Background: an optimization exercise with open tools, aiming at small area. Do not read the settings as production practice.
The RTL was checked by simulation tests, not by an equivalence proof against the original design.
Power and IR drop assume default switching activity. No driver is modelled on the clock port, so clocking that relies on it looks cheaper here than on a real chip.

==> flow/design.v <==
package seu_window_controller_pkg;
  typedef enum logic [2:0] {IDLE = 3'd0, CLEAR = 3'd1, SETTLE1 = 3'd2, SETTLE2 = 3'd3,
                            BASE = 3'd4, RUN = 3'd5, SNAP = 3'd6} state_t;
  localparam int NCH_DEF = 7;
  localparam int CNT_W_DEF = 64;
  localparam int WIN_W_DEF = 32;
  function automatic integer sel_w(input integer n);
    sel_w = n > 1 ? $clog2(n) : 1;
  endfunction
endpackage
module seu_snapshot_bank #(
  parameter int NCH = 7,
  parameter int CNT_W = 64,
  parameter int SEL_W = 3,
  parameter int CHUNK0 = 10,
  parameter int CHUNK = 9
) (
  input  logic                 clock,
  input  logic                 reset,
  input  logic                 capture,
  input  logic                 commit,
  input  logic                 zero,
  input  logic [NCH*CNT_W-1:0] err_count,
  input  logic                 rd_req,
  input  logic [SEL_W-1:0]     rd_sel,
  output logic                 rd_ack,
  output logic [CNT_W-1:0]     rd_data
);
  function automatic logic cut(input int i);
    cut = i >= CHUNK0 && (i - CHUNK0) % CHUNK == 0;
  endfunction
  logic [CNT_W-1:0] base_n_q [NCH];
  logic [NCH*CNT_W-1:0] base_n_d, base_n_flat;
  localparam int NCY = (CNT_W - CHUNK0 + CHUNK - 1) / CHUNK;   
  logic [NCH*NCY-1:0] cy_n_d, cy_n_flat;
  logic [CNT_W-1:0] sum_q [NCH];
  logic [CNT_W-1:0] cy_q [NCH];     
  logic [CNT_W-1:0] sum_d [NCH];
  logic [CNT_W-1:0] cy_d [NCH];
  logic             snap_zero_q;
  logic [CNT_W-1:0] rd_sum, rd_cy;
  always_comb
    for (int k = 0; k < NCH; k++) begin
      logic c;
      cy_d[k] = '0;
      c = 1'b1;
      for (int i = 0; i < CNT_W; i++) begin
        logic a, b;
        if (cut(i)) begin
          cy_d[k][i] = ~c;
          c = 1'b0;
        end
        a = err_count[k*CNT_W + i];
        b = base_n_q[k][i];
        sum_d[k][i] = a ^ b ^ c;
        c = (a & b) | (a & c) | (b & c);
      end
    end
  always_ff @(posedge clock)
    for (int k = 0; k < NCH; k++) begin
      if (commit) sum_q[k] <= sum_d[k];
    end
  assign base_n_d = capture ? ~err_count : base_n_flat;
  seu_base_reg #(.W(NCH*CNT_W)) u_base (.clock(clock), .d(base_n_d), .q(base_n_flat));
  always_comb
    for (int k = 0; k < NCH; k++) base_n_q[k] = base_n_flat[k*CNT_W +: CNT_W];
  always_comb begin
    cy_n_d = '0;
    for (int k = 0; k < NCH; k++) begin
      cy_q[k] = '0;
      for (int i = 0; i < CNT_W; i++)
        if (cut(i)) begin
          cy_n_d[k*NCY + (i - CHUNK0) / CHUNK] = commit ? cy_d[k][i] : cy_n_flat[k*NCY + (i - CHUNK0) / CHUNK];
          cy_q[k][i] = cy_n_flat[k*NCY + (i - CHUNK0) / CHUNK];
        end
    end
  end
  seu_base_reg #(.W(NCH*NCY)) u_cy (.clock(clock), .d(cy_n_d), .q(cy_n_flat));
  always_ff @(posedge clock)
    if (reset) snap_zero_q <= 1'b1;
    else if (commit) snap_zero_q <= zero;
  always_comb begin
    rd_sum = '0;
    rd_cy = '0;
    if (!reset && !snap_zero_q)
      for (int k = 0; k < NCH; k++)
        if (rd_sel == SEL_W'(k)) begin
          rd_sum = sum_q[k];
          for (int i = 0; i < CNT_W; i++) if (cut(i)) rd_cy[i] = ~cy_q[k][i];
        end
  end
  always_ff @(posedge clock) begin
    rd_ack <= reset ? 1'b0 : rd_req;
    if (reset || rd_req) rd_data <= rd_sum + rd_cy;
  end
endmodule
module seu_base_reg #(
  parameter int W = 448
) (
  input  logic         clock,
  input  logic [W-1:0] d,
  output logic [W-1:0] q
);
  always_ff @(posedge clock) q <= d;
endmodule
module seu_window_controller #(
  parameter int NCH = seu_window_controller_pkg::NCH_DEF,
  parameter int CNT_W = seu_window_controller_pkg::CNT_W_DEF,
  parameter int WIN_W = seu_window_controller_pkg::WIN_W_DEF,
  localparam int SEL_W = seu_window_controller_pkg::sel_w(NCH)
) (
  input  logic                 clock,
  input  logic                 reset,
  input  logic                 start,
  input  logic                 stop,
  input  logic                 continuous,
  input  logic [WIN_W-1:0]     window_len,
  input  logic [NCH*CNT_W-1:0] err_count,
  output logic [NCH-1:0]       clear_pulse,
  output logic                 busy,
  output logic                 done,
  output logic                 aborted,
  output logic [15:0]          window_id,
  input  logic                 rd_req,
  input  logic [SEL_W-1:0]     rd_sel,
  output logic                 rd_ack,
  output logic [CNT_W-1:0]     rd_data
);
  seu_window_controller_pkg::state_t state_q, state_d;
  logic [WIN_W-1:0] len_q, cnt_q;
  logic abort_q, zero_q, pre_snap;
  always_ff @(posedge clock) state_q <= reset ? seu_window_controller_pkg::IDLE : state_d;
  always_comb begin
    state_d = state_q;
    busy = state_q != seu_window_controller_pkg::IDLE;
    done = state_q == seu_window_controller_pkg::SNAP;
    pre_snap = busy && !done;
    clear_pulse = {NCH{reset || state_q == seu_window_controller_pkg::CLEAR}};
    case (state_q)
      seu_window_controller_pkg::IDLE:    state_d = start ? seu_window_controller_pkg::CLEAR : seu_window_controller_pkg::IDLE;
      seu_window_controller_pkg::CLEAR:   state_d = stop ? seu_window_controller_pkg::SNAP : seu_window_controller_pkg::SETTLE1;
      seu_window_controller_pkg::SETTLE1: state_d = stop ? seu_window_controller_pkg::SNAP : seu_window_controller_pkg::SETTLE2;
      seu_window_controller_pkg::SETTLE2: state_d = stop ? seu_window_controller_pkg::SNAP : seu_window_controller_pkg::BASE;
      seu_window_controller_pkg::BASE:    state_d = stop ? seu_window_controller_pkg::SNAP : seu_window_controller_pkg::RUN;
      seu_window_controller_pkg::RUN:     state_d = stop || cnt_q[WIN_W-1:1] == '0 ? seu_window_controller_pkg::SNAP : seu_window_controller_pkg::RUN;
      seu_window_controller_pkg::SNAP:    state_d = continuous && !abort_q ? seu_window_controller_pkg::CLEAR : seu_window_controller_pkg::IDLE;
      default: state_d = seu_window_controller_pkg::IDLE;
    endcase
  end
  always_ff @(posedge clock) begin
    if (state_q == seu_window_controller_pkg::IDLE && start) len_q <= window_len;
    cnt_q <= state_q == seu_window_controller_pkg::RUN ? cnt_q - WIN_W'(1) : len_q;
  end
  always_ff @(posedge clock) begin
    abort_q <= stop && pre_snap;
    zero_q <= stop && pre_snap && state_q != seu_window_controller_pkg::RUN;
  end
  always_ff @(posedge clock)
    if (reset) begin
      aborted <= 1'b0;
      window_id <= '0;
    end else if (done) begin
      aborted <= abort_q;
      window_id <= window_id + 16'd1;
    end
  seu_snapshot_bank #(.NCH(NCH), .CNT_W(CNT_W), .SEL_W(SEL_W)) u_bank (
    .clock(clock),
    .reset(reset),
    .capture(state_q == seu_window_controller_pkg::BASE),
    .commit(done),
    .zero(zero_q),
    .err_count(err_count),
    .rd_req(rd_req),
    .rd_sel(rd_sel),
    .rd_ack(rd_ack),
    .rd_data(rd_data)
  );
endmodule
clock: 5.0 ns
lec_check: 0
cap_margin: 5
core_margin: 2
core_utilization: 70
slew_margin: 5
synth_hierarchical: 1
standard.sh (not shown) runs the stock make flow with config.mk's settings and CLKGATE_MAP_FILE= SYNTH_SCRIPT=/design/flow/synth_recipe.tcl, a recipe that flattens the netlist after the stock synthesis.
==> flow/flow/run.sh <==
#!/bin/bash
set -euo pipefail
export BUFFER_PORTS_ARGS="-buffer_cell sky130_fd_sc_hd__buf_1"
export CTS_ARGS="-sink_clustering_enable -repair_clock_nets -dont_use_dummy_load -buf_list {sky130_fd_sc_hd__clkbuf_8} -sink_clustering_size 20 -sink_clustering_max_diameter 60"
bash standard.sh finish > flow_make.log 2>&1
==> next run, changes <==
==> flow/flow/run.sh (replaced) <==
#!/bin/bash
set -euo pipefail
export BUFFER_PORTS_ARGS="-buffer_cell sky130_fd_sc_hd__buf_1"
export CTS_ARGS="-sink_clustering_enable -repair_clock_nets -dont_use_dummy_load -buf_list {sky130_fd_sc_hd__clkbuf_16} -sink_clustering_size 30 -sink_clustering_max_diameter 100"
bash standard.sh finish > flow_make.log 2>&1
- CORE_UTILIZATION: 70 -> 80
What happened:
- The changed run finished with timing, DRC and antenna clean
- setup slack degrades by 150 ps
- synthesized area does not change
- design area stays flat
- combinational power grows by 6.2%
- sequential power hardly moves
- non-clock buffer count rose by 4
- clock skew went up by 18 ps
- final cell count falls by 2.1%
- register-to-register slack loses 80 ps
- wire length went up by 8.5%
- sequential share of layout area stays flat
==> next run, changes <==
- CAP_MARGIN: 5 -> 0
- CORE_UTILIZATION: 80 -> 60
- SLEW_MARGIN: 5 -> 0
Result: Clock-buffer cell count does not change. Cell area is higher by 0.67%. Die area is higher by 33%. Setup slack is better by 150 ps. Hold slack is worse by 4.2 ps. Via count is lower by 8.1%. Total power is lower by 1.9%.
==> next run, changes <==
- CAP_MARGIN: 0 -> 20
- CORE_UTILIZATION: 60 -> 40
- SLEW_MARGIN: 0 -> 20
Flip-flop and latch count stays the same.
Routed wire length rose by roughly a tenth.
Setup slack loses 4.2 ps.
Die area rose by well over a third.
First-iteration DRC count fell by a little under a tenth.
Sequential power hardly moves.
Worst hold slack gains 5.8 ps.
Via count stays flat.
Critical path depth stays the same.
Global-route usage fell by 7.5 points.
==> next run, changes <==
- CAP_MARGIN: 20 -> 5
- CORE_UTILIZATION: 40 -> 70
- SLEW_MARGIN: 20 -> 5
What happened:
- setup slack is worse by 91 ps
- fmax is lower slightly
- clock-buffer cell count is lower by 6
- utilization is higher by 32 points
- die area is lower by well over a third
- sequential power is about the same
- routed wire length is lower by a little under a tenth
- area after synthesis is unchanged

==> re-timing with driven ports <==
How much do the figures lean on ideal ports? The routed layouts below were timed once more, with nothing changed but the port constraints.
Step 1: set_driving_cell puts a clkbuf_16 on clock and a buf_2 on each other input, an assumption about the parent block.
Step 2, shift: input delay + t, output delay - t, t = (earliest + latest rising clock arrival at the registers) / 2. This alone moves slack from input paths to output paths.
Slacks: ideal / step 1 / step 2; pairs: ideal / step 1.
run | t, ns | setup WS [ns] | hold slack, ns | worst register clock-pin slew, ns | worst slew at a driven data input, ns
the first run | 0.746 | 0.364 / 0.402 / -0.344 | 0.431 / 0.409 / 0.431 | 0.12 / 0.12 | 0.14
the second run | 0.665 | 0.215 / 0.258 / -0.408 | 0.455 / 0.455 / 0.455 | 0.12 / 0.12 | 0.17
the third run | 0.693 | 0.364 / 0.414 / -0.278 | 0.450 / 0.450 / 0.450 | 0.12 / 0.12 | 0.13
the fourth run | 0.714 | 0.359 / 0.413 / -0.300 | 0.456 / 0.456 / 0.456 | 0.12 / 0.12 | 0.22
the fifth run | 0.661 | 0.268 / 0.317 / -0.344 | 0.461 / 0.461 / 0.461 | 0.12 / 0.12 | 0.14
With both steps, setup timing fails in every run listed, where it was met with ideal ports. For the first run, which loses most, drivers alone change the setup slack by +0.038 ns; drivers and shift together by -0.708 ns.
